From an optimization exercise on the open Yosys and OpenROAD flow, aimed at small area, a short achievable clock period and few clock cycles per item; shortcuts taken in it are not production practice.
At most, simulation tests tie the RTL to the original design; equivalence was not proved.
For run 7, only the layout was checked, not whether the RTL still works.
Power and IR drop assume default switching activity.

`flow/design.v`:
```
module dpram_fifo #(
  parameter int VECTOR_LENGTH = 512,
  parameter int WORD_WIDTH    = 8,
  parameter int ADDR_WIDTH    = $clog2(VECTOR_LENGTH),
  parameter int LEVEL_WIDTH   = $clog2(VECTOR_LENGTH + 3)
) (
  input  logic                   clk_i,
  input  logic                   rst_i,
  input  logic                   clear_i,
  input  logic [WORD_WIDTH-1:0]  in_data_i,
  input  logic                   in_valid_i,
  output logic                   in_ready_o,
  output logic [WORD_WIDTH-1:0]  out_data_o,
  output logic                   out_valid_o,
  input  logic                   out_ready_i,
  output logic [LEVEL_WIDTH-1:0] level_o
);
  localparam int NQ     = 3;    
  localparam int DEPTH  = VECTOR_LENGTH - NQ;
  localparam int GSIZE  = 32;   
  localparam int NGRP   = VECTOR_LENGTH / GSIZE;
  localparam int LOBITS = $clog2(GSIZE);
  localparam int HIBITS = ADDR_WIDTH - LOBITS;
  logic                   flush_s;
  logic                   accept_s;
  logic                   pop_s;
  logic                   issue_s;
  logic [LEVEL_WIDTH-1:0] level_r;
  logic [LEVEL_WIDTH-1:0] level_inc_s;
  logic [LEVEL_WIDTH-1:0] level_dec_s;
  logic [LEVEL_WIDTH-1:0] level_s;
  logic                   full_r;
  logic                   not_full_r;    
  logic [WORD_WIDTH-1:0]  in_data_r;     
  logic                   in_we_r;
  logic [WORD_WIDTH-1:0]  mem_r [DEPTH];
  logic [ADDR_WIDTH-1:0]  raddr_r;       
  logic [GSIZE-1:0]       rsel_r;        
  logic                   ram_empty_r;
  logic [1:0]             stage_cnt_r;   
  logic [WORD_WIDTH-1:0]  part_s [NGRP];   
  logic [WORD_WIDTH-1:0]  part_r [NGRP];
  logic [HIBITS-1:0]      hi_r;
  logic                   v1_r;
  logic [WORD_WIDTH-1:0]  land_s;
  logic [WORD_WIDTH-1:0]  q_r [NQ];
  logic [1:0]             qn_r;
  logic                   qv_r;          
  logic [1:0]             qn_pop_s;
  logic [1:0]             qn_s;
  logic [WORD_WIDTH-1:0]  q_s [NQ];
  assign flush_s    = rst_i || clear_i;
  dpram_fifo_and3nn u_in_ready (
    .a_i (not_full_r),
    .b_n_i (rst_i),
    .c_n_i (clear_i),
    .y_o (in_ready_o)
  );
  dpram_fifo_and4nnn u_accept (
    .a_i (in_valid_i),
    .b_n_i (full_r),
    .c_n_i (rst_i),
    .d_n_i (clear_i),
    .y_o (accept_s)
  );
  assign pop_s      = qv_r && out_ready_i && !flush_s;
  dpram_fifo_incdec #(.W(LEVEL_WIDTH)) u_level_incdec (
    .a_i   (level_r),
    .inc_o (level_inc_s),
    .dec_o (level_dec_s)
  );
  always_comb begin
    case ({accept_s, pop_s})
      2'b10:   level_s = level_inc_s;
      2'b01:   level_s = level_dec_s;
      default: level_s = level_r;
    endcase
  end
  always_ff @(posedge clk_i) begin
    if (flush_s) begin
      level_r    <= '0;
      full_r     <= 1'b0;
      not_full_r <= 1'b1;
    end else begin
      level_r    <= level_s;
      full_r     <= level_s[LEVEL_WIDTH-1];
      not_full_r <= !level_s[LEVEL_WIDTH-1];
    end
  end
  always_ff @(posedge clk_i) begin
    in_data_r <= in_data_i;
    in_we_r   <= accept_s;
  end
  always_ff @(posedge clk_i) begin
    if (in_we_r) begin
      mem_r[0] <= in_data_r;
      for (int i = 1; i < DEPTH; i++) begin
        mem_r[i] <= mem_r[i-1];
      end
    end
  end
  assign issue_s = !ram_empty_r && (stage_cnt_r != 2'(NQ));
  always_ff @(posedge clk_i) begin
    if (flush_s) begin
      raddr_r     <= '1;
      rsel_r      <= GSIZE'(1) << (GSIZE - 1);
      ram_empty_r <= 1'b1;
      stage_cnt_r <= '0;
    end else begin
      raddr_r     <= raddr_r + ADDR_WIDTH'(in_we_r) - ADDR_WIDTH'(issue_s);
      if (in_we_r && !issue_s) begin
        rsel_r <= {rsel_r[GSIZE-2:0], rsel_r[GSIZE-1]};
      end else if (!in_we_r && issue_s) begin
        rsel_r <= {rsel_r[0], rsel_r[GSIZE-1:1]};
      end
      ram_empty_r <= in_we_r ? 1'b0 : (ram_empty_r || (issue_s && raddr_r == '0));
      stage_cnt_r <= stage_cnt_r + 2'(issue_s) - 2'(pop_s);
    end
  end
  for (genvar g = 0; g < NGRP; g++) begin : g_grp
    for (genvar b = 0; b < WORD_WIDTH; b++) begin : g_bit
      logic [10:0] l1_s;
      logic [2:0]  l2_s;
      logic [31:0] d_s;
      for (genvar k = 0; k < 32; k++) begin : g_d
        if (g*GSIZE+k < DEPTH) begin : g_word
          assign d_s[k] = mem_r[g*GSIZE+k][b];
        end else begin : g_none
          assign d_s[k] = 1'b0;
        end
      end
      for (genvar t = 0; t < 10; t++) begin : g_l1
        if (g*GSIZE+3*t+2 < DEPTH) begin : g_full
          dpram_fifo_aoi222 u_aoi (
            .a1_i (rsel_r[3*t]),   .a2_i (d_s[3*t]),
            .b1_i (rsel_r[3*t+1]), .b2_i (d_s[3*t+1]),
            .c1_i (rsel_r[3*t+2]), .c2_i (d_s[3*t+2]),
            .y_o  (l1_s[t])
          );
        end else begin : g_part
          assign l1_s[t] = !((rsel_r[3*t] && d_s[3*t]) || (rsel_r[3*t+1] && d_s[3*t+1]) ||
                             (rsel_r[3*t+2] && d_s[3*t+2]));
        end
      end
      if (g*GSIZE+31 < DEPTH) begin : g_l1_full
        dpram_fifo_aoi22 u_aoi_last (
          .a1_i (rsel_r[30]), .a2_i (d_s[30]),
          .b1_i (rsel_r[31]), .b2_i (d_s[31]),
          .y_o  (l1_s[10])
        );
      end else begin : g_l1_part
        assign l1_s[10] = !((rsel_r[30] && d_s[30]) || (rsel_r[31] && d_s[31]));
      end
      dpram_fifo_nand4 u_l2_a (.a_i(l1_s[0]), .b_i(l1_s[1]), .c_i(l1_s[2]), .d_i(l1_s[3]),
                               .y_o(l2_s[0]));
      dpram_fifo_nand4 u_l2_b (.a_i(l1_s[4]), .b_i(l1_s[5]), .c_i(l1_s[6]), .d_i(l1_s[7]),
                               .y_o(l2_s[1]));
      dpram_fifo_nand3 u_l2_c (.a_i(l1_s[8]), .b_i(l1_s[9]), .c_i(l1_s[10]), .y_o(l2_s[2]));
      dpram_fifo_or3 u_l3 (.a_i(l2_s[0]), .b_i(l2_s[1]), .c_i(l2_s[2]), .y_o(part_s[g][b]));
    end
  end
  always_ff @(posedge clk_i) begin
    for (int g = 0; g < NGRP; g++) begin
      part_r[g] <= part_s[g];
    end
    hi_r <= raddr_r[ADDR_WIDTH-1:LOBITS];
    v1_r <= issue_s && !flush_s;
  end
  assign land_s   = part_r[hi_r];
  assign qn_pop_s = qn_r - 2'(pop_s);
  assign qn_s     = qn_pop_s + 2'(v1_r);
  for (genvar i = 0; i < NQ; i++) begin : g_q
    logic [1:0] sel_s;
    assign sel_s[1] = !(2'(i) < qn_pop_s);
    assign sel_s[0] = pop_s;
    dpram_fifo_qmux #(.W(WORD_WIDTH)) u_qmux (
      .sel_i  (sel_s),
      .hold_i (q_r[i]),
      .next_i (q_r[(i + 1) % NQ]),
      .land_i (land_s),
      .y_o    (q_s[i])
    );
  end
  always_ff @(posedge clk_i) begin
    for (int i = 0; i < NQ; i++) begin
      q_r[i] <= q_s[i];
    end
    if (flush_s) begin
      qn_r <= '0;
      qv_r <= 1'b0;
    end else begin
      qn_r <= qn_s;
      qv_r <= (qn_s != 2'd0);
    end
  end
  assign out_valid_o = qv_r;
  assign out_data_o  = q_r[0];
  assign level_o     = level_r;
endmodule
module dpram_fifo_incdec #(
  parameter int W = 10
) (
  input  logic [W-1:0] a_i,
  output logic [W-1:0] inc_o,
  output logic [W-1:0] dec_o
);
  assign inc_o = a_i + W'(1);
  assign dec_o = a_i - W'(1);
endmodule
module dpram_fifo_aoi222 (
  input  logic a1_i, a2_i, b1_i, b2_i, c1_i, c2_i,
  output logic y_o
);
  assign y_o = !((a1_i && a2_i) || (b1_i && b2_i) || (c1_i && c2_i));
endmodule
module dpram_fifo_nand4 (
  input  logic a_i, b_i, c_i, d_i,
  output logic y_o
);
  assign y_o = !(a_i && b_i && c_i && d_i);
endmodule
module dpram_fifo_qmux #(
  parameter int W = 8
) (
  input  logic [1:0]   sel_i,
  input  logic [W-1:0] hold_i,
  input  logic [W-1:0] next_i,
  input  logic [W-1:0] land_i,
  output logic [W-1:0] y_o
);
  assign y_o = sel_i[1] ? land_i : (sel_i[0] ? next_i : hold_i);
endmodule
module dpram_fifo_and3nn (
  input  logic a_i, b_n_i, c_n_i,
  output logic y_o
);
  assign y_o = a_i && !b_n_i && !c_n_i;
endmodule
module dpram_fifo_and4nnn (
  input  logic a_i, b_n_i, c_n_i, d_n_i,
  output logic y_o
);
  assign y_o = a_i && !b_n_i && !c_n_i && !d_n_i;
endmodule
module dpram_fifo_aoi22 (
  input  logic a1_i, a2_i, b1_i, b2_i,
  output logic y_o
);
  assign y_o = !((a1_i && a2_i) || (b1_i && b2_i));
endmodule
module dpram_fifo_nand3 (
  input  logic a_i, b_i, c_i,
  output logic y_o
);
  assign y_o = !(a_i && b_i && c_i);
endmodule
module dpram_fifo_or3 (
  input  logic a_i, b_i, c_i,
  output logic y_o
);
  assign y_o = a_i || b_i || c_i;
endmodule
```
`flow/flow/run.sh`:
```
#!/bin/bash
# Layout flow: the standard ORFS flow, with two changes:
#  - ports are buffered with buf_4 instead of the default (a delay-cell
#    buffer), so hold fixing inserts its own delay cells and the
#    rst_i/clear_i -> in_ready_o path stays fast;
#  - clock tree synthesis is run without dummy loads.
# Each tool's full output goes to its own log in the run folder (ORFS also
# keeps its per-step logs under orfs/logs/).
set -euo pipefail
export BUFFER_PORTS_ARGS="-buffer_cell sky130_fd_sc_hd__buf_4"
export CTS_ARGS="-sink_clustering_enable -repair_clock_nets -dont_use_dummy_load -sink_clustering_size 24 -sink_clustering_max_diameter 80"
bash standard.sh synth > flow_synth.log 2>&1
bash standard.sh finish > flow_layout.log 2>&1
```
`flow/standard.sh`:
```
#!/bin/bash
# synth_recipe.tcl (not shown) runs the flow's synth.tcl, then flattens the netlist and writes it again
# the make line also repeats each setting of config.mk as NAME=value (left out here)
make -C /OpenROAD-flow-scripts/flow DESIGN_CONFIG=/design/flow/config.mk WORK_HOME=/design/flow/orfs CLKGATE_MAP_FILE= SYNTH_SCRIPT=/design/flow/synth_recipe.tcl "${@:-finish}"
```
`flow/config.mk`:
```
export PLATFORM = sky130hd
export DESIGN_NAME = dpram_fifo
export DESIGN_NICKNAME = dpram_fifo
export VERILOG_FILES = /design/flow/design.v
export SDC_FILE = /design/flow/constraint.sdc
export NUM_CORES = 4
export LEC_CHECK = 0
export CAP_MARGIN = 20
export CORE_MARGIN = 2
export CORE_UTILIZATION = 50
export CTS_CLUSTER_DIAMETER = 80
export CTS_CLUSTER_SIZE = 24
export SETUP_SLACK_MARGIN = 2.2
export SLEW_MARGIN = 20
export SYNTH_HIERARCHICAL = 1
export SYNTH_MINIMUM_KEEP_SIZE = 0
```
`flow/constraint.sdc`:
```
create_clock -name core_clock -period 4.5 [get_ports {clk_i}]
set_input_delay 0.9000 -clock core_clock [delete_from_list [all_inputs] [get_ports {clk_i}]]
set_output_delay 0.9000 -clock core_clock [all_outputs]
set_load 0.01 [all_outputs]
```
==> reports/metrics.cfg, run 1 <==
[yosys]
synth_top_area_share_pct=82.6
avgSynthCellArea_um2=21.7
synthCells=6830
async_flop_share_pct=0
synth_cell_type_count=72
syn_area_um2=148000
ys_top_cells_by_area=edfxtp_1 83%, a222oi_1 8.6%, dfxtp_1 3.0%
synth-edff-count=4072
seq_area_frac_synth_pct=85.6
yosys_warnings=15
synthTopCellsByCount=4072 x edfxtp_1, 1272 x a222oi_1, 257 x nand4_1
synth_flop_cell=edfxtp_1
synth-seq-cells=4296
yosysTopAreaCell=edfxtp_1
yosysMostFrequentCell=edfxtp_1

[power_and_ir_drop]
ir_drop_uv=385
p_per_area_nw_per_um2=417
p_leak_uw=0.0497

[floorplan]
initial_core_util_pct=50.3
dieArea_um2=300000
io_pins=33
fp.dieW_um=548
die_h_um=548
rows=199
core_um2=294000

[sta]
fin_crit_ns=2.41
finalHoldViolCount=0
fin_tns_setup_ns=0
finalSetupViolations=0
timing.final.max_slew_violations=0
slew_headroom_pct=26.9
rsz0062_at_grt=yes
hold_slack_ns=0.0749
worstMarginPinSlew_ns=1.10
fmax_mhz=416
min_period_over_period_pct=53.5
fin_skew_ns=0.122

[critical_path]
crit_slowest_cell=dfxtp_4
max_stage_delay_ns=0.46
crit_fanout=3
worstPathRequired_ns=3.60
start_kind=flip-flop
r2r_start=rsel_r[4]$_SDFFE_PP0P_
critPathTopFamily=flip-flops
crit_chain=buf_6
cp_num_buf_inv=1
crit_start=q_r[0][6]$_DFF_P_
setup.worst_path.class=reg2out
cp.arrival_ns=1.51
end_kind=output pin

[clock_network]
clk_latency_ns=0.93
cts_tree=done
cts_max_level=4
clkSinkCount=4296
cts_buffers=207
clkTransAtPathRegs_ns=0.09
root_buffer=clkbuf_16
cts_buffer_depth=4

[global_routing]
grt_usage_pct=25.6
antenna_found_initial=9
grt_util_met2_pct=38.4
grt_pass1_vias=76651
grtUsageMet1_pct=38.9
grt_pass1_wl_um=563000
busiest_layer=met1
met3_usage_pct=4.81
overflow=0
grt_max_degree=175

[cells_and_area]
nets=7300
drive_gt1_share_pct=9.77
area_delta_synth_final_pct=9.35

[drt]
avgViaCountPerCell=7.19
drt_iter0_markers=18391
wire_per_inst_um=36.0
ant_nets=0
firstDrtPassIters=11
wl_um=403000
vias=80452
drcViolationCount=0

[placement]
gp_congestion=0.812
port_buffers=32
place_hpwl_um=197000

[hold_path]
min_path_type=in2reg
min_from=in_data_i[5]

[flow_run]
max_cap_violations=0

[run_status]
outcome=complete, no violations

-- per-module statistics from Yosys (local to each module, per instance), excerpt --
module | area, um2 | cells | times used
dpram_fifo_and3nn | 12.5 | 1 | 1
dpram_fifo | 130000 | 4795 | 1
dpram_fifo_aoi22 | 12.5 | 1 | 120
dpram_fifo_or3 | 6.26 | 1 | 128
dpram_fifo_nand3 | 5.00 | 1 | 128
dpram_fifo_aoi222 | 10.0 | 1 | 1272
dpram_fifo_and4nnn | 15.0 | 1 | 1
-- flip-flops by register name, summed over array words and instances, names as in the netlist --
| name | count |
|---|---|
| part_r | 128 |
| qn_r | 2 |
| stage_cnt_r | 2 |
| mem_r | 4072 |
| in_we_r | 1 |
| in_data_r | 8 |
| not_full_r | 1 |
| ram_empty_r | 1 |
| qv_r | 1 |
| level_r | 10 |
| rsel_r | 32 |
| hi_r | 4 |
| v1_r | 1 |
| raddr_r | 9 |
| q_r | 24 |
-- where the power goes --
part / internal, uW / switching (uW)
Sequential: 44700 / 811
Clock: 8210 / 11800
Combinational: 658 / 1330
-- layout by cell type (no fill, tap or decap), types with 9 or more instances in the layout --
cell,count
edfxtp_1,4072
a22o_1,11
a222oi_1,1272
dfxtp_1,167
dfxtp_4,55
o21ai_1,31
inv_1,26
buf_12,62
a22oi_2,121
xnor2_1,14
nand2_1,49
a22oi_1,27
a31oi_1,9
mux2i_1,69
o21ai_0,16
nor3_1,9
buf_6,40
or3_1,130
buf_4,140
nand4_1,257
clkbuf_16,211
nand3_1,151
buf_16,19
ha_1,16
diode_2,9
nor2_1,103
a21oi_1,49
-- layer usage --
layer	up-vias	share of wire (%)
li1	32087	-
met1	42337	40
met2	5443	45
met3	583	13
met4	2	2.9
met5	-	0.0032
-- logic make-up (layout without fill, tap and decap cells) --
family                     Yosys count  in the layout  synth area share [%]
AOI/OAI and AO/OA                 1581           1581                  10.4
xor gates and xnor gates            22             22                 0.130
adders and majority gates           20             20                 0.174
buffers and inverters               85            513                 0.308
DFF                               4296           4296                  85.6
muxes                               78             78                 0.534
other                                1             17               0.00253
and+or+nand+nor                    747            747                  2.78
-- layout make-up --
type	count	area [um2]
clock buffers	207	5180
inverters	30	116
repair buffers	276	3670
multi-input cells	2456	21000
diodes	9	22.5
flip-flops and latches	4296	127000
fillers	22108	132000
well taps	3919	4900
-- through the flow --
stage,instance area (um2),util [%],power (uW),instances,setup slack (ns)
floorplan,148000,-,48500,6837,-26.75
global placement,155000,52.6,47900,10884,0.899
detailed placement,155000,52.6,48000,10884,1.16
CTS,161000,54.8,67800,11160,2.03
global route,162000,55.0,69300,11185,2.00
finish,162000,55.0,67500,11193,2.09
-- timing repair --
action | in CTS | in global routing
hold endpoints to repair | 1 | 0
endpoints found under the setup margin | 2863 | 291
pin swaps | 3 | 7
setup buffers | 60 | 20
resized for setup | 105 | 30
gates cloned | 8 | 4
hold buffers | 1 | 0
-- final timing paths --
path                                to  slack, ns  depth (start not counted)
hold / removal    in_data_r[5]$_DFF_P_       0.07                          1
setup reg to reg  part_r[0][3]$_DFF_P_       2.15                          4
hold reg to reg        hi_r[1]$_DFF_P_       0.34                          0
setup / recovery         out_data_o[6]       2.09                          1
Testbench counts, summed over its fixed seeds: cycles 83,234, items 48,000.
==> inputs of run 2 (changes only) <==
--- a/flow/config.mk
+++ b/flow/config.mk
@@ -12,3 +12,3 @@
 export CTS_CLUSTER_SIZE = 24
-export SETUP_SLACK_MARGIN = 2.2
+export SETUP_SLACK_MARGIN = 2.35
 export SLEW_MARGIN = 20
==> reports/metrics.cfg, run 2 <==
[sta]
slew_headroom_pct=37.3
timing.final.max_slew_violations=0
finalSetupViolations=0
fin_tns_setup_ns=0
final.setup.worst_slack_ns=2.09
worstMarginPinSlew_ns=0.941
rsz0062_at_grt=yes
fmax_mhz=415
fin_skew_ns=0.119
finalHoldViolCount=0
min_period_over_period_pct=53.6
fin_crit_ns=2.41

[drt]
vias=81987
wl_um=426000
drt_iter0_markers=19505
wire_per_inst_um=37.8
ant_nets=0
firstDrtPassIters=13
avgViaCountPerCell=7.27
drcViolationCount=0

[critical_path]
r2r_start=stage_cnt_r[0]$_SDFF_PP0_
setup.worst_path.class=reg2out
timing.rr.end=raddr_r[8]$_SDFF_PP1_
start_kind=flip-flop
crit_chain=buf_6
r2r_cells=12
max_stage_delay_ns=0.46
crit_slowest_cell=dfxtp_4
crit_fanout=3
critPathTopFamily=flip-flops
worstPathRequired_ns=3.60
end_kind=output pin
crit_start=q_r[0][6]$_DFF_P_
cp_num_buf_inv=1
rrSetupSlack_ns=2.29
cp.arrival_ns=1.51

[cells_and_area]
final_common_cell=edfxtp_1
layout.cells.most_common_list=4072 x edfxtp_1, 1272 x a222oi_1, 257 x nand4_1
fin_cells=11281
nets=7392
area_delta_synth_final_pct=10.6
drive_gt1_share_pct=11.2
largest_reg_flops=4072

[yosys]
avgSynthCellArea_um2=21.7
synth-edff-count=4072
synthTopCellsByCount=4072 x edfxtp_1, 1272 x a222oi_1, 257 x nand4_1
yosysMostFrequentCell=edfxtp_1
syn_area_um2=148000
synthCells=6830
synth_cell_type_count=72
yosysTopAreaCell=edfxtp_1
ys_top_cells_by_area=edfxtp_1 83%, a222oi_1 8.6%, dfxtp_1 3.0%
synth_flop_cell=edfxtp_1
seq_area_frac_synth_pct=85.6
synth-seq-cells=4296
yosys_warnings=15
synth_top_area_share_pct=82.6
async_flop_share_pct=0

[floorplan]
dieArea_um2=300000
die_h_um=548
rows=199
core_um2=294000
io_pins=33
initial_core_util_pct=50.3
fp.dieW_um=548

[clock_network]
cts_buffer_depth=4
cts_buffers=207
root_buffer=clkbuf_16
clk_latency_ns=0.93
cts_max_level=4
clkTransAtPathRegs_ns=0.09
cts_tree=done
clkSinkCount=4296

[flow_run]
max_cap_violations=0

[power_and_ir_drop]
ir_drop_uv=391
p_per_area_nw_per_um2=413
p_leak_uw=0.0505

[placement]
gp_congestion=0.812
dp.cells=10884
place_hpwl_um=197000
dp_slack_ns=1.16
port_buffers=32

[global_routing]
grt_pass1_wl_um=588000
antenna_found_initial=17
grt_usage_pct=27.1
grt_max_degree=162
grt_pass1_vias=77284
overflow=0

[hold_path]
holdPathStages=1
hold_path_end=in_data_r[5]$_DFF_P_
min_path_type=in2reg
min_from=in_data_i[5]

[run_status]
outcome=complete, no violations

==> run 2: cell counts after synthesis <==
Identical to the previous run, type by type.
==> run 2: layout make-up <==
| cell class | instances | area, um2 |
|---|---|---|
| tap | 3919 | 4900 |
| multi-input combinational | 2456 | 21200 |
| inverter | 30 | 124 |
| clock buffer | 207 | 5180 |
| antenna | 5 | 12.5 |
| fill | 21889 | 131000 |
| sequential | 4296 | 127000 |
| timing repair buffer | 368 | 5380 |
==> run 2: what timing repair did <==
item,in CTS,in global routing
pin swaps,8,19
hold buffers,1,0
endpoints found under the hold margin,1,0
setup endpoints to repair,3320,1333
cloned,19,8
resized for setup,157,72
buffers inserted,110,47
==> run 2: logic make-up (layout without fill, tap and decap cells) <==
group,Yosys count,after routing,synth area share [%]
flops,4296,4296,85.6
compound gates,1581,1581,10.4
simple gates,747,747,2.78
buf+inv,85,605,0.308
mux,78,78,0.534
xor+xnor,22,22,0.130
fa+ha+maj,20,20,0.174
other cells,1,13,0.00253
==> run 2: report_power, final <==
part           switching [uW]  internal, uW  leakage (uW)  total (uW)
clock network           11900          8210       0.00255       20100
registers                 802         44700        0.0393       45500
logic                    1390           706       0.00863        2090
total                   14000         53600        0.0505       67600
==> run 2: modules after synthesis (local to each module, per instance), excerpt <==
module / times used / cell area (um2) / cells inside
dpram_fifo: 1 / 130000 / 4795
dpram_fifo_and3nn: 1 / 12.5 / 1
dpram_fifo_and4nnn: 1 / 15.0 / 1
dpram_fifo_aoi22: 120 / 12.5 / 1
dpram_fifo_aoi222: 1272 / 10.0 / 1
dpram_fifo_nand3: 128 / 5.00 / 1
dpram_fifo_nand4: 256 / 6.26 / 1
dpram_fifo_or3: 128 / 6.26 / 1
==> run 2: per-layer routing <==
layer  track usage, %  wire length, um  vias up
li1                 -                -    32299
met1             40.8           162000    42848
met4             7.75            13500        2
met3             5.49            60200      635
met5                0               12        -
met2             40.4           190000     6203
==> run 2: worst max-delay path by stage <==
stage	end	slack [ns]	depth (start not counted)
floorplan	raddr_r[8]$_SDFF_PP1_	-26.75	8
global placement	q_r[0][4]$_DFF_P_	0.90	7
detailed placement	q_r[0][6]$_DFF_P_	1.16	6
CTS	in_ready_o	2.03	2
global route	in_ready_o	2.00	2
finish	out_data_o[6]	2.09	1
==> run 2: stage by stage <==
step                power [uW]  hold slack (ns)  cell area (um2)  util (%)
floorplan                48500            0.355           148000         -
global placement         47900            0.365           155000      52.6
detailed placement       48000            0.365           155000      52.6
CTS                      67900           0.0211           163000      55.3
global route             69400           0.0275           164000      55.6
finish                   67600           0.0708           164000      55.6
==> inputs of run 3 (changes only) <==
--- a/flow/config.mk
+++ b/flow/config.mk
@@ -9,6 +9,6 @@
 export CORE_MARGIN = 2
-export CORE_UTILIZATION = 50
+export CORE_UTILIZATION = 56
 export CTS_CLUSTER_DIAMETER = 80
 export CTS_CLUSTER_SIZE = 24
-export SETUP_SLACK_MARGIN = 2.35
+export SETUP_SLACK_MARGIN = 2.2
 export SLEW_MARGIN = 20
==> reports/metrics.cfg, run 3 <==
[run_status]
outcome=complete, no violations

[critical_path]
worstPathRequired_ns=3.60
start_kind=flip-flop
crit_chain=buf_6
r2r_start=in_we_r$_DFF_P_
end_kind=output pin
crit_start=q_r[0][6]$_DFF_P_
crit_slowest_cell=dfxtp_4
cp_num_buf_inv=1
rrSetupSlack_ns=2.19
crit_fanout=2
cp.arrival_ns=1.47
critPathTopFamily=flip-flops
max_stage_delay_ns=0.41
setup.worst_path.class=reg2out

[floorplan]
rows=188
dieArea_um2=268000
io_pins=33
core_um2=263000
die_h_um=518
initial_core_util_pct=56.4
fp.dieW_um=518

[drt]
firstDrtPassIters=11
vias=80734
drcViolationCount=0
ant_nets=0
wl_um=404000
avgViaCountPerCell=7.45
wire_per_inst_um=37.3
drt_iter0_markers=17645

[placement]
placed_area_um2=155000
port_buffers=32
dp_slack_ns=1.26
place_hpwl_um=212000
gp_congestion=0.828

[sta]
rsz0062_at_grt=yes
fin_skew_ns=0.0632
slew_headroom_pct=23.6
timing.final.max_slew_violations=0
final.setup.worst_slack_ns=2.13
fin_crit_ns=2.37
worstMarginPinSlew_ns=1.15
finalSetupViolations=0
min_period_over_period_pct=52.7
fmax_mhz=422
finalHoldViolCount=0
fin_tns_setup_ns=0

[yosys]
syn_area_um2=148000
async_flop_share_pct=0
synth-edff-count=4072
synth-seq-cells=4296
synth_cell_type_count=72
avgSynthCellArea_um2=21.7
synthTopCellsByCount=4072 x edfxtp_1, 1272 x a222oi_1, 257 x nand4_1
yosysMostFrequentCell=edfxtp_1
yosys_warnings=15
seq_area_frac_synth_pct=85.6
yosysTopAreaCell=edfxtp_1
synthCells=6830
synth_flop_cell=edfxtp_1
ys_top_cells_by_area=edfxtp_1 83%, a222oi_1 8.6%, dfxtp_1 3.0%
synth_top_area_share_pct=82.6

[clock_network]
cts_max_level=4
clkTransAtPathRegs_ns=0.09
root_buffer=clkbuf_16
cts_buffer_depth=4
postCtsHoldBufs=0
cts_tree=done
cts_buffers=208
clkSinkCount=4296
clk_latency_ns=0.94

[hold_path]
min_from=in_data_i[0]
min_path_type=in2reg

[power_and_ir_drop]
p_leak_uw=0.0500
p_per_area_nw_per_um2=416
ir_drop_uv=395

[global_routing]
grt_usage_pct=28.9
grt_max_degree=202
grt_pass1_vias=76709
overflow=0
grt_pass1_wl_um=566000
antenna_found_initial=16

[cells_and_area]
nets=7351
n_fill_cell=18348
drive_gt1_share_pct=10.4
layout.cells.most_common_list=4072 x edfxtp_1, 1272 x a222oi_1, 257 x nand4_1
final-seq-area_um2=127000
largest_reg_flops=4072
fin_area_um2=162000
final_common_cell=edfxtp_1
area_delta_synth_final_pct=9.40
multi_input_area_um2=21000

[flow_run]
max_cap_violations=0

run 3: path summary, 6_finish.rpt:
kind / depth (start not counted) / to
hold reg to reg: 0 / hi_r[2]$_DFF_P_
hold / removal: 1 / in_data_r[0]$_DFF_P_
setup reg to reg: 2 / mem_r[211][4]$_DFFE_PP_
setup / recovery: 1 / out_data_o[6]
run 3: routing by layer:
| metal | global-route usage (%) | up-vias | part of all wire, % |
|---|---|---|---|
| met5 | 0 | - | 0.012 |
| met4 | 7.30 | 8 | 3.0 |
| met3 | 4.58 | 597 | 13 |
| met2 | 43.8 | 5469 | 45 |
| li1 | - | 32222 | - |
| met1 | 44.3 | 42438 | 39 |
run 3: modules after synthesis (local to each module, per instance), a selection:
| module | cells | area (um2) |
|---|---|---|
| dpram_fifo | 4795 | 130000 |
| dpram_fifo_and4nnn | 1 | 15.0 |
| dpram_fifo_and3nn | 1 | 12.5 |
| dpram_fifo_aoi22 | 1 | 12.5 |
| dpram_fifo_aoi222 | 1 | 10.0 |
| dpram_fifo_nand4 | 1 | 6.26 |
| dpram_fifo_or3 | 1 | 6.26 |
| dpram_fifo_nand3 | 1 | 5.00 |
run 3: repair_timing:
action | CTS | global route
endpoints found under the setup margin | 3476 | 1205
cloned | 4 | 4
resized for setup | 98 | 35
setup buffers | 51 | 27
pin swaps | 5 | 8
run 3: stage by stage:
stage / std cells / hold slack [ns] / total power [uW] / utilization (%)
after detailed placement: 10537 / 0.371 / 48000 / 59.0
final: 10838 / 0.0822 / 67400 / 61.7
after global routing: 10832 / 0.0376 / 69200 / 61.7
after CTS: 10800 / 0.0324 / 67700 / 61.4
after floorplan: 6837 / 0.355 / 48500 / -
after global placement: 10537 / 0.371 / 47900 / 59.0
run 3: cells by family after synthesis:
logic type	Yosys count	share of synthesized area [%]
DFF	4296	85.6
adders and majority gates	20	0.174
muxes	78	0.534
buffers and inverters	85	0.308
AOI/OAI and AO/OA	1581	10.4
xor gates and xnor gates	22	0.130
and+or+nand+nor	747	2.78
other	1	0.00253
run 3: final cells by class:
type	instances	area share [%]
Sequential cell	4296	78.4
Multi-Input combinational cell	2456	13.0
Clock buffer	208	3.21
Tap cell	3515	2.72
Timing Repair Buffer	326	2.62
Inverter	30	0.0719
Antenna cell	7	0.0108
run 3: report_power, final:
| part | switching (uW) | total (uW) | internal, uW |
|---|---|---|---|
| clock network | 11700 | 20000 | 8250 |
| registers | 764 | 45400 | 44700 |
| logic | 1320 | 1950 | 632 |
| total | 13800 | 67400 | 53600 |
==> inputs of run 4 (changes only) <==
--- a/flow/config.mk
+++ b/flow/config.mk
@@ -9,3 +9,3 @@
 export CORE_MARGIN = 2
-export CORE_UTILIZATION = 56
+export CORE_UTILIZATION = 60
 export CTS_CLUSTER_DIAMETER = 80
==> reports/metrics.cfg, run 4 <==
[sta]
hold_slack_ns=0.122
finalHoldViolCount=0
timing.final.max_slew_violations=0
rsz0062_at_grt=yes
fin_crit_ns=2.32
fmax_mhz=431
slew_headroom_pct=25.8
min_period_over_period_pct=51.5
finalSetupViolations=0
fin_skew_ns=0.0712
worstMarginPinSlew_ns=1.11
final.setup.worst_slack_ns=2.18
fin_tns_setup_ns=0

[global_routing]
met3_usage_pct=5.79
antenna_found_initial=13
grt_usage_pct=31.1
busiest_layer=met1
overflow=0
grt_max_degree=203
grt_util_met2_pct=46.5
grt_pass1_wl_um=561000
grtUsageMet1_pct=48.0
grt_pass1_vias=75419

[floorplan]
fp.dieW_um=501
core_um2=246000
initial_core_util_pct=60.2
io_pins=33
rows=182
dieArea_um2=251000
die_h_um=501

[clock_network]
cts_tree=done
cts_buffer_depth=3
root_buffer=clkbuf_16
clkTransAtPathRegs_ns=0.09
postCtsHoldBufs=0
clkSinkCount=4296
cts_buffers=198
clk_latency_ns=0.88
cts_max_level=4

[power_and_ir_drop]
p_leak_uw=0.0494
p_per_area_nw_per_um2=416
ir_drop_uv=412

[yosys]
yosysTopAreaCell=edfxtp_1
synthTopCellsByCount=4072 x edfxtp_1, 1272 x a222oi_1, 257 x nand4_1
yosys_warnings=15
synth_cell_type_count=72
synth-edff-count=4072
async_flop_share_pct=0
ys_top_cells_by_area=edfxtp_1 83%, a222oi_1 8.6%, dfxtp_1 3.0%
synth_flop_cell=edfxtp_1
avgSynthCellArea_um2=21.7
syn_area_um2=148000
yosysMostFrequentCell=edfxtp_1
synth_top_area_share_pct=82.6
seq_area_frac_synth_pct=85.6
synthCells=6830
synth-seq-cells=4296

[placement]
gp_congestion=0.818
place_hpwl_um=197000
dp_slack_ns=0.904
dp.cells=10185
port_buffers=32

[hold_path]
min_path_type=in2reg
hold_path_end=in_data_r[7]$_DFF_P_
min_from=in_data_i[7]
holdPathStages=1

[drt]
drcViolationCount=0
firstDrtPassIters=13
wire_per_inst_um=38.1
wl_um=399000
vias=80111
drt_iter0_markers=18505
ant_nets=0
avgViaCountPerCell=7.66

[critical_path]
crit_slowest_cell=dfxtp_1
crit_fanout=1
crit_chain=nor3b_2 -> buf_4
end_kind=output pin
r2r_cells=4
r2r_start=rsel_r[10]$_SDFFE_PP0P_
timing.rr.end=part_r[3][1]$_DFF_P_
setup.worst_path.class=reg2out
start_kind=flip-flop
cp_num_buf_inv=1
rrSetupSlack_ns=2.19
max_stage_delay_ns=0.31
cp.arrival_ns=1.42
critPathTopFamily=flip-flops
worstPathRequired_ns=3.60

[cells_and_area]
largest_reg_flops=4072
fin_cells=10461
final_util_pct=65.3
final_common_cell=edfxtp_1
layout.cells.most_common_list=4072 x edfxtp_1, 1272 x a222oi_1, 257 x nand4_1
n_fill_cell=16276
drive_gt1_share_pct=9.37
nets=7270
area_delta_synth_final_pct=8.36

[flow_run]
max_cap_violations=0

[run_status]
outcome=complete, no violations

## run 4: changes by cell type in the layout (fill, tap and decap cells not counted), moves of 3 or more
cell / before / now
buf_6: 38 / 27
buf_8: 9 / 1
buf_16: 19 / 13
dfxtp_2: 5 / 2
bufbuf_16: 4 / 1
dfxtp_4: 53 / 56
buf_4: 169 / 133
buf_12: 83 / 79
clkbuf_16: 212 / 199
## run 4: cells by family (layout without fill, tap and decap cells)
| family | Yosys count | count (layout) | share of synthesized area, % |
|---|---|---|---|
| adder cells (fa/ha/maj) | 20 | 20 | 0.174 |
| multiplexers | 78 | 78 | 0.534 |
| AND/OR/NAND/NOR | 747 | 747 | 2.78 |
| AO/OA/AOI/OAI | 1581 | 1581 | 10.4 |
| buffers and inverters | 85 | 483 | 0.308 |
| XOR/XNOR | 22 | 22 | 0.130 |
| other | 1 | 14 | 0.00253 |
| flip-flops | 4296 | 4296 | 85.6 |
## run 4: metrics by stage
step	cell area, um2	power [uW]
5_1_grt	160000	68500
6_report	160000	66800
3_3_place_gp	154000	47900
3_5_place_dp	154000	48000
4_1_cts	160000	67100
2_1_floorplan	148000	48500
## run 4: layout make-up
class / instances / area [um2] / share of cell area (%)
flip-flops and latches: 4296 / 127000 / 79.2
multi-input cells: 2456 / 21000 / 13.1
clock buffers: 198 / 4950 / 3.09
well taps: 3220 / 4030 / 2.51
repair buffers: 255 / 3310 / 2.07
inverters: 30 / 116 / 0.0726
diodes: 6 / 15.0 / 0.00936
## run 4: worst reg2reg max path, cell delays in order (launching register included)
cell and delay (ns):
dfxtp_4 0.96, buf_4 0.68, a222oi_1 0.21, nand4_1 0.16, or3_1 0.21
## run 4: timing repair
action / in CTS / in global routing
cloned: 1 / 1
setup endpoints to repair: 2719 / 354
setup buffers: 57 / 11
endpoints found under the hold margin: 0 / 0
resized for setup: 83 / 25
pin swaps: 2 / 9
## run 4: worst max-delay path by stage
stage,startpoint,end,cells after the start
2_1_floorplan,in_we_r$_DFF_P_,raddr_r[8]$_SDFF_PP1_,8
3_3_place_gp,hi_r[0]$_DFF_P_,q_r[0][4]$_DFF_P_,7
3_5_place_dp,hi_r[0]$_DFF_P_,q_r[2][4]$_DFF_P_,7
4_1_cts,q_r[0][5]$_DFF_P_,out_data_o[5],1
5_1_grt,not_full_r$_SDFF_PP1_,in_ready_o,2
6_report,not_full_r$_SDFF_PP1_,in_ready_o,2
## run 4: Yosys stat by module, one instance, submodules excluded, excerpt
module,flops+latches,cells,copies in the design
dpram_fifo_nand4,0,1,256
dpram_fifo_nand3,0,1,128
dpram_fifo_aoi222,0,1,1272
dpram_fifo_aoi22,0,1,120
dpram_fifo_or3,0,1,128
dpram_fifo,4296,4795,1
## run 4: where the power goes
group	leakage, uW	internal (uW)	switching (uW)	total [uW]
logic	0.00761	620	1270	1890
clock network	0.00244	7850	11500	19400
registers	0.0393	44700	816	45500
total	0.0494	53200	13600	66800
## run 4: layer usage
metal	part of all wire, %	vias up
met4	2.9	6
met2	45	5401
met1	39	42156
li1	-	32019
met3	13	529
met5	0.010	-
==> inputs of run 5 (changes only) <==
--- a/flow/flow/run.sh
+++ b/flow/flow/run.sh
@@ -10,3 +10,3 @@
 export BUFFER_PORTS_ARGS="-buffer_cell sky130_fd_sc_hd__buf_4"
-export CTS_ARGS="-sink_clustering_enable -repair_clock_nets -dont_use_dummy_load -sink_clustering_size 24 -sink_clustering_max_diameter 80"
+export CTS_ARGS="-sink_clustering_enable -repair_clock_nets -dont_use_dummy_load -sink_clustering_size 28 -sink_clustering_max_diameter 90"
 bash standard.sh synth > flow_synth.log 2>&1
--- a/flow/config.mk
+++ b/flow/config.mk
@@ -9,5 +9,5 @@
 export CORE_MARGIN = 2
-export CORE_UTILIZATION = 60
-export CTS_CLUSTER_DIAMETER = 80
-export CTS_CLUSTER_SIZE = 24
+export CORE_UTILIZATION = 50
+export CTS_CLUSTER_DIAMETER = 90
+export CTS_CLUSTER_SIZE = 28
 export SETUP_SLACK_MARGIN = 2.2
==> reports/metrics.cfg, run 5 <==
[critical_path]
r2r_cells=4
cp_num_buf_inv=1
crit_chain=buf_6
crit_cells=1
start_kind=flip-flop
cp.arrival_ns=1.51
end_kind=output pin
setup.worst_path.class=reg2out
max_stage_delay_ns=0.47
r2r_start=rsel_r[14]$_SDFFE_PP0P_
crit_fanout=3
crit_slowest_cell=dfxtp_4
critPathTopFamily=flip-flops
worstPathRequired_ns=3.60
crit_start=q_r[0][6]$_DFF_P_

[sta]
min_period_over_period_pct=53.5
final.setup.worst_slack_ns=2.09
slew_headroom_pct=26.9
finalHoldViolCount=0
finalSetupViolations=0
fmax_mhz=416
timing.final.max_slew_violations=0
worstMarginPinSlew_ns=1.10
fin_skew_ns=0.0904
fin_tns_setup_ns=0
fin_crit_ns=2.41
rsz0062_at_grt=yes

[drt]
avgViaCountPerCell=7.21
ant_nets=0
drcViolationCount=0
firstDrtPassIters=12
drt_iter0_markers=18031
wire_per_inst_um=36.1
vias=80371
wl_um=402000

[yosys]
yosys_warnings=15
synth_top_area_share_pct=82.6
synth_flop_cell=edfxtp_1
synth-edff-count=4072
synthCells=6830
synthTopCellsByCount=4072 x edfxtp_1, 1272 x a222oi_1, 257 x nand4_1
ys_top_cells_by_area=edfxtp_1 83%, a222oi_1 8.6%, dfxtp_1 3.0%
async_flop_share_pct=0
synth-seq-cells=4296
syn_area_um2=148000
synth_cell_type_count=72
seq_area_frac_synth_pct=85.6
avgSynthCellArea_um2=21.7
yosysTopAreaCell=edfxtp_1
yosysMostFrequentCell=edfxtp_1

[floorplan]
initial_core_util_pct=50.3
dieArea_um2=300000
fp.dieW_um=548
io_pins=33
core_um2=294000
die_h_um=548
rows=199

[cells_and_area]
drive_gt1_share_pct=9.35
area_delta_synth_final_pct=8.76
final_common_cell=edfxtp_1
layout.cells.most_common_list=4072 x edfxtp_1, 1272 x a222oi_1, 257 x nand4_1
nets=7265
largest_reg_flops=4072
n_fill_cell=22194

[power_and_ir_drop]
p_sw_uw=13700
seqPwrFrac_pct=68.7
combPwrFrac_pct=3.0
sw_frac_of_total_pct=20.7
p_leak_uw=0.0492
p_per_area_nw_per_um2=411
internal-power_uw=52500
ir_drop_uv=314
clkPwrFrac_pct=28.3

[hold_path]
min_path_type=in2reg
min_from=in_data_i[7]
holdPathStages=1

[global_routing]
grt_usage_pct=25.6
grt_max_degree=207
grt_pass1_wl_um=563000
overflow=0
grt_pass1_vias=76131
antenna_found_initial=7

[placement]
port_buffers=32
place_hpwl_um=197000
dp_slack_ns=1.16
gp_congestion=0.812

[clock_network]
clkTransAtPathRegs_ns=0.11
postCtsHoldBufs=0
cts_buffers=178
root_buffer=clkbuf_16
cts_buffer_depth=4
cts_max_level=4
clk_latency_ns=0.89
cts_tree=done
clkSinkCount=4296

[flow_run]
max_cap_violations=0

[run_status]
outcome=complete, no violations

run 5: cell count changes in the layout (fill, tap and decap cells not counted), moves of 2 or more:
cell	delta
clkbuf_16	-15
buf_16	+4
mux2i_2	-2
buf_6	+8
diode_2	-2
nor2b_2	+2
buf_4	+9
bufbuf_16	+3
buf_12	-15
nand2_2	+2
run 5: power groups by stage:
stage	Sequential (uW)	Clock, uW	Combinational, uW
floorplan	47800	0	684
global placement	46400	0	1540
detailed placement	46400	0	1580
CTS	45500	19100	1890
global route	45600	20300	2090
finish	45500	18700	1990
run 5: cell type report:
cell class / count / area [um2] / share of cell area [%]
antenna: 4 / 10.0 / 0.00622
timing repair buffer: 270 / 3520 / 2.19
inverter: 30 / 116 / 0.0723
sequential: 4296 / 127000 / 78.9
multi-input combinational: 2456 / 21000 / 13.0
clock buffer: 178 / 4450 / 2.77
tap: 3919 / 4900 / 3.05
run 5: worst paths after layout:
path	end	slack (ns)
max	out_data_o[6]	2.09
min	in_data_r[7]$_DFF_P_	0.07
max reg2reg	part_r[9][3]$_DFF_P_	2.16
min reg2reg	mem_r[186][4]$_DFFE_PP_	0.39
run 5: metrics by stage:
step | total power [uW] | instance area [um2] | instances | util [%] | hold WS, ns
global route | 67900 | 161000 | 11150 | 54.7 | 0.0149
global placement | 47900 | 155000 | 10884 | 52.6 | 0.365
finish | 66200 | 161000 | 11153 | 54.7 | 0.0670
detailed placement | 48000 | 155000 | 10884 | 52.6 | 0.365
CTS | 66400 | 160000 | 11127 | 54.5 | 0.00665
floorplan | 48500 | 148000 | 6837 | - | 0.355
run 5: routing by layer:
metal	up-vias	global-route usage [%]	routed length (um)
met3	587	4.70	50600
met2	5442	38.5	181000
met1	42346	39.1	159000
met4	6	6.19	11500
li1	31990	-	-
met5	-	0	65
run 5: timing repair:
| action | in CTS | in global routing |
|---|---|---|
| cloned | 4 | 6 |
| buffers inserted | 61 | 16 |
| resized for setup | 102 | 23 |
| endpoints found under the setup margin | 2857 | 1062 |
| pin swaps | 3 | 7 |
| hold endpoints to repair | 0 | 0 |
run 5: cells by family after synthesis:
| kind of cell | share of synthesized area (%) |
|---|---|
| DFF | 85.6 |
| AOI/OAI and AO/OA | 10.4 |
| and+or+nand+nor | 2.78 |
| buffers and inverters | 0.308 |
| muxes | 0.534 |
| xor gates and xnor gates | 0.130 |
| adders and majority gates | 0.174 |
| other | 0.00253 |
run 5: Yosys stat by module (local to each module, per instance), excerpt:
module              cells inside  flip-flops and latches
dpram_fifo_aoi222              1                       0
dpram_fifo_and3nn              1                       0
dpram_fifo_and4nnn             1                       0
dpram_fifo_nand4               1                       0
dpram_fifo_nand3               1                       0
dpram_fifo_aoi22               1                       0
dpram_fifo_or3                 1                       0
==> inputs of run 6 (changes only) <==
--- a/flow/config.mk
+++ b/flow/config.mk
@@ -9,3 +9,3 @@
 export CORE_MARGIN = 2
-export CORE_UTILIZATION = 50
+export CORE_UTILIZATION = 56
 export CTS_CLUSTER_DIAMETER = 90
==> reports/metrics.cfg, run 6 <==
[clock_network]
clkTransAtPathRegs_ns=0.10
cts_buffers=181
root_buffer=clkbuf_16
clkSinkCount=4296
cts_buffer_depth=4
cts_tree=done
clk_latency_ns=0.91
cts_max_level=4

[sta]
finalSetupViolations=0
fin_tns_setup_ns=0
final.setup.worst_slack_ns=2.13
min_period_over_period_pct=52.7
finalHoldViolCount=0
slew_headroom_pct=30.8
rsz0062_at_grt=yes
fmax_mhz=422
timing.final.max_slew_violations=0
fin_crit_ns=2.37
worstMarginPinSlew_ns=1.04
fin_skew_ns=0.0718

[cells_and_area]
fin_area_um2=161000
final_common_cell=edfxtp_1
nets=7315
largest_reg_flops=4072
area_delta_synth_final_pct=8.89
layout.cells.most_common_list=4072 x edfxtp_1, 1272 x a222oi_1, 257 x nand4_1
drive_gt1_share_pct=9.88

[global_routing]
grt_usage_pct=28.7
grt_pass1_wl_um=563000
grt_pass1_vias=76244
grt_max_degree=202
overflow=0
antenna_found_initial=11

[flow_run]
max_cap_violations=0

[critical_path]
crit_start=q_r[0][4]$_DFF_P_
end_kind=output pin
rrSetupSlack_ns=2.15
crit_fanout=3
critPathTopFamily=flip-flops
crit_chain=buf_6
cp.arrival_ns=1.47
worstPathRequired_ns=3.60
crit_slowest_cell=dfxtp_4
max_stage_delay_ns=0.44
r2r_start=in_we_r$_DFF_P_
start_kind=flip-flop
cp_num_buf_inv=1
setup.worst_path.class=reg2out

[yosys]
ys_top_cells_by_area=edfxtp_1 83%, a222oi_1 8.6%, dfxtp_1 3.0%
yosysMostFrequentCell=edfxtp_1
syn_area_um2=148000
async_flop_share_pct=0
synth_flop_cell=edfxtp_1
synth-seq-cells=4296
avgSynthCellArea_um2=21.7
synth_top_area_share_pct=82.6
synthTopCellsByCount=4072 x edfxtp_1, 1272 x a222oi_1, 257 x nand4_1
synth-edff-count=4072
seq_area_frac_synth_pct=85.6
synthCells=6830
yosysTopAreaCell=edfxtp_1
synth_cell_type_count=72
yosys_warnings=15

[floorplan]
die_h_um=518
rows=188
core_um2=263000
initial_core_util_pct=56.4
io_pins=33
dieArea_um2=268000
fp.dieW_um=518

[power_and_ir_drop]
p_per_area_nw_per_um2=410
ir_drop_uv=427
p_leak_uw=0.0496

[drt]
avgViaCountPerCell=7.47
drt_iter0_markers=18047
ant_nets=0
firstDrtPassIters=11
vias=80726
wl_um=404000
wire_per_inst_um=37.4
drcViolationCount=0

[placement]
gp_congestion=0.828
dp_slack_ns=1.26
port_buffers=32
place_hpwl_um=212000
placed_area_um2=155000

[hold_path]
min_path_type=in2reg
min_from=in_data_i[5]

[run_status]
outcome=complete, no violations

## run 6: cell type report
class | instances | area, um2
repair buffers | 317 | 4180
multi-input cells | 2456 | 21000
flip-flops and latches | 4296 | 127000
inverters | 30 | 116
well taps | 3515 | 4400
fillers | 18434 | 101000
clock buffers | 181 | 4530
diodes | 5 | 12.5
## run 6: kinds of logic after synthesis
logic type	Yosys count	synth area share, %
flops	4296	85.6
compound gates	1581	10.4
simple gates	747	2.78
buf+inv	85	0.308
mux	78	0.534
xor+xnor	22	0.130
fa+ha+maj	20	0.174
other cells	1	0.00253
## run 6: stage by stage
stage	total power, uW	utilization (%)	instances	hold slack (ns)
5_1_grt	67900	61.4	10796	0.0654
4_1_cts	66400	61.1	10769	0.0424
2_1_floorplan	48500	-	6837	0.355
6_report	66100	61.4	10800	0.113
3_3_place_gp	47900	59.0	10537	0.371
3_5_place_dp	48000	59.0	10537	0.371
## run 6: per-module statistics from Yosys, one instance, submodules excluded, excerpt
module | flip-flops and latches | times used | cells
dpram_fifo | 4296 | 1 | 4795
dpram_fifo_nand3 | 0 | 128 | 1
dpram_fifo_and4nnn | 0 | 1 | 1
dpram_fifo_aoi22 | 0 | 120 | 1
dpram_fifo_or3 | 0 | 128 | 1
dpram_fifo_and3nn | 0 | 1 | 1
## run 6: what timing repair did
action | 4_1_cts | 5_1_grt
gates cloned | 1 | 9
hold endpoints to repair | 0 | 0
buffers inserted | 50 | 17
hold buffers | 0 | 0
pin swaps | 5 | 8
endpoints found under the setup margin | 3474 | 1555
gates resized for setup | 102 | 28
## run 6: metal layers
metal,up-vias,wire (um),track usage (%)
met5,-,81,0
met1,42486,158000,44.2
met2,5577,184000,43.7
met4,8,11800,7.22
li1,32138,-,-
met3,517,49800,4.32
## run 6: final timing paths
| kind | cells after the start | to |
|---|---|---|
| worst max-delay path | 1 | out_data_o[4] |
| worst min-delay path | 1 | in_data_r[5]$_DFF_P_ |
| worst max register to register | 2 | mem_r[104][7]$_DFFE_PP_ |
| worst min register to register | 0 | mem_r[0][6]$_DFFE_PP_ |
## run 6: power breakdown
part / leakage (uW) / internal (uW) / switching (uW) / total, uW
combinational: 0.00808 / 630 / 1330 / 1960
clock: 0.00223 / 7260 / 11500 / 18700
sequential: 0.0393 / 44700 / 764 / 45400
==> inputs of run 7 (changes only) <==
==> flow/design.v (replaced) <==
module dpram_fifo #(
  parameter int VECTOR_LENGTH = 512,
  parameter int WORD_WIDTH    = 8,
  parameter int ADDR_WIDTH    = $clog2(VECTOR_LENGTH),
  parameter int LEVEL_WIDTH   = $clog2(VECTOR_LENGTH + 3)
) (
  input  logic                   clk_i,
  input  logic                   rst_i,
  input  logic                   clear_i,
  input  logic [WORD_WIDTH-1:0]  in_data_i,
  input  logic                   in_valid_i,
  output logic                   in_ready_o,
  output logic [WORD_WIDTH-1:0]  out_data_o,
  output logic                   out_valid_o,
  input  logic                   out_ready_i,
  output logic [LEVEL_WIDTH-1:0] level_o
);
  localparam int NQ = 3;
  logic                   flush_s;
  logic                   accept_s;
  logic                   pop_s;
  logic                   issue_s;
  logic [LEVEL_WIDTH-1:0] level_r;
  logic [LEVEL_WIDTH-1:0] level_s;
  logic                   full_r;
  logic [WORD_WIDTH-1:0]  in_data_r;
  logic                   in_we_r;
  logic [WORD_WIDTH-1:0]  mem_r [VECTOR_LENGTH];
  logic [ADDR_WIDTH:0]    wptr_r;
  logic [ADDR_WIDTH:0]    rptr_r;
  logic [1:0]             stage_cnt_r;
  logic [WORD_WIDTH-1:0]  part_r [8];
  logic [2:0]             hi_r;
  logic                   v1_r;
  logic [WORD_WIDTH-1:0]  land_s;
  logic [WORD_WIDTH-1:0]  q_r [NQ];
  logic [1:0]             qn_r;
  logic [1:0]             qn_pop_s;
  logic [WORD_WIDTH-1:0]  q_s [NQ];
  assign flush_s    = rst_i || clear_i;
  assign in_ready_o = !full_r && !flush_s;
  assign accept_s   = in_valid_i && in_ready_o;
  assign pop_s      = (qn_r != 2'd0) && out_ready_i && !flush_s;
  always_comb begin
    case ({accept_s, pop_s})
      2'b10:   level_s = level_r + LEVEL_WIDTH'(1);
      2'b01:   level_s = level_r - LEVEL_WIDTH'(1);
      default: level_s = level_r;
    endcase
  end
  always_ff @(posedge clk_i) begin
    if (flush_s) begin
      level_r <= '0;
      full_r  <= 1'b0;
    end else begin
      level_r <= level_s;
      full_r  <= level_s[LEVEL_WIDTH-1];
    end
  end
  always_ff @(posedge clk_i) begin
    in_data_r <= in_data_i;
    in_we_r   <= accept_s;
  end
  always_ff @(posedge clk_i) begin
    if (in_we_r) begin
      mem_r[wptr_r[ADDR_WIDTH-1:0]] <= in_data_r;
    end
  end
  assign issue_s = (wptr_r != rptr_r) && (stage_cnt_r != 2'(NQ));
  always_ff @(posedge clk_i) begin
    if (flush_s) begin
      wptr_r      <= '0;
      rptr_r      <= '0;
      stage_cnt_r <= '0;
    end else begin
      wptr_r      <= wptr_r + (ADDR_WIDTH+1)'(in_we_r);
      rptr_r      <= rptr_r + (ADDR_WIDTH+1)'(issue_s);
      stage_cnt_r <= stage_cnt_r + 2'(issue_s) - 2'(pop_s);
    end
  end
  always_ff @(posedge clk_i) begin
    for (int j = 0; j < 8; j++) begin
      part_r[j] <= mem_r[{3'(j), rptr_r[5:0]}];
    end
    hi_r <= rptr_r[8:6];
    v1_r <= issue_s && !flush_s;
  end
  assign land_s   = part_r[hi_r];
  assign qn_pop_s = qn_r - 2'(pop_s);
  always_comb begin
    for (int i = 0; i < NQ; i++) begin
      if (2'(i) < qn_pop_s) begin
        q_s[i] = pop_s ? q_r[(i + 1) % NQ] : q_r[i];
      end else begin
        q_s[i] = land_s;
      end
    end
  end
  always_ff @(posedge clk_i) begin
    for (int i = 0; i < NQ; i++) begin
      q_r[i] <= q_s[i];
    end
    if (flush_s) begin
      qn_r <= '0;
    end else begin
      qn_r <= qn_pop_s + 2'(v1_r);
    end
  end
  assign out_valid_o = (qn_r != 2'd0);
  assign out_data_o  = q_r[0];
  assign level_o     = level_r;
endmodule
==> flow/run.sh (new file) <==
#!/bin/bash
# synth_recipe.tcl (not shown) runs the flow's synth.tcl, then flattens the netlist and writes it again
# the make line also repeats each setting of config.mk as NAME=value (left out here)
make -C /OpenROAD-flow-scripts/flow DESIGN_CONFIG=/design/flow/config.mk WORK_HOME=/design/flow/orfs CLKGATE_MAP_FILE= SYNTH_SCRIPT=/design/flow/synth_recipe.tcl finish
==> flow/config.mk (replaced) <==
export PLATFORM = sky130hd
export DESIGN_NAME = dpram_fifo
export DESIGN_NICKNAME = dpram_fifo
export VERILOG_FILES = /design/flow/design.v
export SDC_FILE = /design/flow/constraint.sdc
export NUM_CORES = 4
export LEC_CHECK = 0
export CAP_MARGIN = 20
export CORE_MARGIN = 2
export CORE_UTILIZATION = 30
export SETUP_SLACK_MARGIN = 0.4
export SLEW_MARGIN = 20
removed: flow/flow/run.sh
removed: flow/standard.sh
==> reports/metrics.cfg, run 7 <==
[cells_and_area]
n_fill_cell=49280
final_common_cell=edfxtp_1
layout.cells.most_common_list=4120 x edfxtp_1, 1273 x mux4_2, 551 x nor2_1
largest_reg_flops=4096
fin_cells=15102
area_delta_synth_final_pct=15.2
drive_gt1_share_pct=29.0
final_util_pct=34.7
nets=7573

[placement]
place_hpwl_um=233000
dp.cells=14339
gp_congestion=0.779
port_buffers=32

[sta]
finalSetupViolations=0
slew_headroom_pct=15.2
fmax_mhz=282
timing.final.max_slew_violations=0
fin_tns_setup_ns=0
hold_slack_ns=0.385
fin_skew_ns=0.0740
rsz0062_at_grt=no
worstMarginPinSlew_ns=1.24
finalHoldViolCount=0
fin_crit_ns=3.54
min_period_over_period_pct=78.7

[power_and_ir_drop]
p_total_uw=78700
clkPwrFrac_pct=43.4
combPwrFrac_pct=1.5
internal-power_uw=63000
ir_drop_uv=344
p_sw_uw=15800
p_leak_uw=0.0550
p_per_area_nw_per_um2=419
sw_frac_of_total_pct=20.0
seqPwrFrac_pct=55.0

[clock_network]
cts_buffer_depth=4
cts_max_level=5
cts_buffers=414
clk_latency_ns=0.97
postCtsHoldBufs=0
root_buffer=clkbuf_16
clkSinkCount=4231
cts_tree=done
postCtsSetupBuffers=0
clkTransAtPathRegs_ns=0.08
ctsResizeCount=0

[critical_path]
timing.rr.end=part_r[5][5]$_DFF_P_
r2r_start=rptr_r[0]$_SDFF_PP0_
setup.worst_path.class=reg2reg
r2r_cells=7
max_stage_delay_ns=0.75
crit_chain=buf_12 -> buf_12 -> mux4_2 -> mux4_2 -> and2_1 -> a211oi_1 -> a21oi_1
start_kind=flip-flop
cp.arrival_ns=4.32
rrSetupSlack_ns=0.96
crit_slowest_cell=dfxtp_4
crit_fanout=31
worstPathRequired_ns=5.27
end_kind=flip-flop

[yosys]
yosys_warnings=4
synth_top_area_share_pct=75.9
synth_fa_ha_area_share_pct=0.0921
async_flop_share_pct=0
synth_cell_type_count=56
synth-edff-count=4120
synth_top_family_by_area=multiplexers
avgSynthCellArea_um2=22.8
synth.area.mux_share_pct=18.1
seq_area_frac_synth_pct=77.3
yosysTopAreaCell=edfxtp_1
synthCells=7163
synthTopCellsByCount=4120 x edfxtp_1, 1273 x mux4_2, 553 x nor2_1
synth_flop_cell=edfxtp_1
synth_compound_area_share_pct=0.947
synth-seq-cells=4231
synthXorXnorAreaFrac_pct=0.172
ys_top_cells_by_area=edfxtp_1 76%, mux4_2 18%, dfxtp_1 1.4%
syn_area_um2=163000
yosysMostFrequentCell=edfxtp_1
synth_simple_gate_area_share_pct=2.16

[drt]
drcViolationCount=0
drt_iter0_markers=8691
wl_um=390000
ant_nets=0
avgViaCountPerCell=5.00
firstDrtPassIters=5
vias=75561
wire_per_inst_um=25.8

[global_routing]
grt_usage_pct=13.8
grt_pass1_wl_um=566000
grt_max_degree=188
antenna_found_initial=19
grt_pass1_vias=77874
overflow=0

[floorplan]
rows=270
dieArea_um2=549000
fp.dieW_um=741
initial_core_util_pct=30.1
io_pins=33
core_um2=541000
die_h_um=741

[hold_path]
holdPathStages=1
min_path_type=in2reg
hold_path_end=in_data_r[4]$_DFF_P_
min_from=in_data_i[4]

[run_status]
outcome=complete, no violations

[flow_run]
max_cap_violations=0

==> run 7: cell count changes in the layout (fill, tap and decap cells not counted), sizes merged, moves of 121 or more <==
cell and change:
nor2 +443, clkbuf +352, mux4 +1273, a222oi -1272, or3 -121, nand3 -134, nand4 -253, clkinv +145
a22oi -146
==> run 7: worst max-delay path, delay by kind of cell (launching register included) <==
family          cells  cell delay, ns
compound gates      2            0.81
buf+inv             2            0.56
flops               1            0.75
mux                 2            1.03
simple gates        1            0.17
==> run 7: cells by family after synthesis <==
| kind of cell | Yosys count |
|---|---|
| muxes | 1353 |
| and+or+nand+nor | 834 |
| AOI/OAI and AO/OA | 243 |
| xor gates and xnor gates | 32 |
| DFF | 4231 |
| buffers and inverters | 458 |
| adders and majority gates | 12 |
==> run 7: final cells by class <==
class	instances	area (um2)	area share, %
antenna	7	17.5	0.00933
clock buffer	542	11200	5.98
clock inverter	213	2080	1.11
inverter	16	67.6	0.0360
multi-input combinational	2474	35100	18.7
sequential	4231	126000	67.1
tap	7208	9020	4.80
timing repair buffer	411	4190	2.23
==> run 7: power by group through the flow <==
stage                     sequential [uW]  clock, uW  combinational, uW
after CTS                           43300      34800               1230
after floorplan                     44400          0                412
after global placement              44200          0               1170
after global routing                43300      36300               1310
after detailed placement            44200          0               1230
final                               43300      34200               1210
==> run 7: how the worst max path moves through the flow <==
stage	start	endpoint	slack [ns]	cells past startpoint
6_report	rptr_r[0]$_SDFF_PP0_	part_r[5][5]$_DFF_P_	0.96	7
5_1_grt	rptr_r[0]$_SDFF_PP0_	part_r[5][0]$_DFF_P_	0.74	7
4_1_cts	rptr_r[0]$_SDFF_PP0_	part_r[5][0]$_DFF_P_	0.97	7
3_5_place_dp	clear_i	level_r[6]$_SDFFE_PP0P_	0.44	13
3_3_place_gp	clear_i	level_r[4]$_SDFFE_PP0P_	0.42	13
2_1_floorplan	clear_i	level_r[4]$_SDFFE_PP0P_	0.55	15
==> run 7: per-layer routing <==
layer / track usage (%) / wire length (um) / vias up / part of all wire (%)
met5: 0 / 34 / - / 0.0087
met4: 3.59 / 10100 / 4 / 2.6
met3: 1.93 / 26400 / 607 / 6.8
met2: 22.8 / 190000 / 2936 / 49
met1: 19.3 / 163000 / 41048 / 42
li1: - / - / 30966 / -
==> run 7: per-stage QoR <==
stage,cell area [um2],setup WS [ns]
3_5_place_dp,174000,0.442
6_report,188000,0.959
2_1_floorplan,163000,0.553
3_3_place_gp,174000,0.415
5_1_grt,188000,0.743
4_1_cts,188000,0.975

afterwards: timing with drivers on the ports:
No port has a modelled driver above. Below, the same layouts with a new extraction and two added sets of constraints. Step 1, drivers: a clkbuf_16 drives clk_i and a buf_2 each remaining input, both assumed. Step 2 times the ports against the registers' clock, not the clock port: input delays grow and output delays shrink by t, the midpoint of the rising clock arrivals with the driver on. a / b / c = ideal / step 1 / step 2; a / b = the first two.
run	shift t [ns]	setup WS [ns]	worst data-port slew with drivers (ns)
run 1	0.966	2.094 / 2.003 / 1.447	0.06
run 2	0.970	2.090 / 1.999 / 1.514	0.06
run 3	1.000	2.130 / 2.034 / 1.386	0.03
run 4	0.938	2.182 / 2.084 / 1.339	0.04
run 5	0.959	2.093 / 2.003 / 1.437	0.06
run 6	0.964	2.128 / 2.032 / 1.406	0.03
run 7	1.054	0.959 / 0.959 / 0.288	0.08
After both steps setup and hold are still met in every run listed. The setup slack of run 4, which loses most, moves by -0.098 ns with the drivers and by -0.843 ns with both steps.
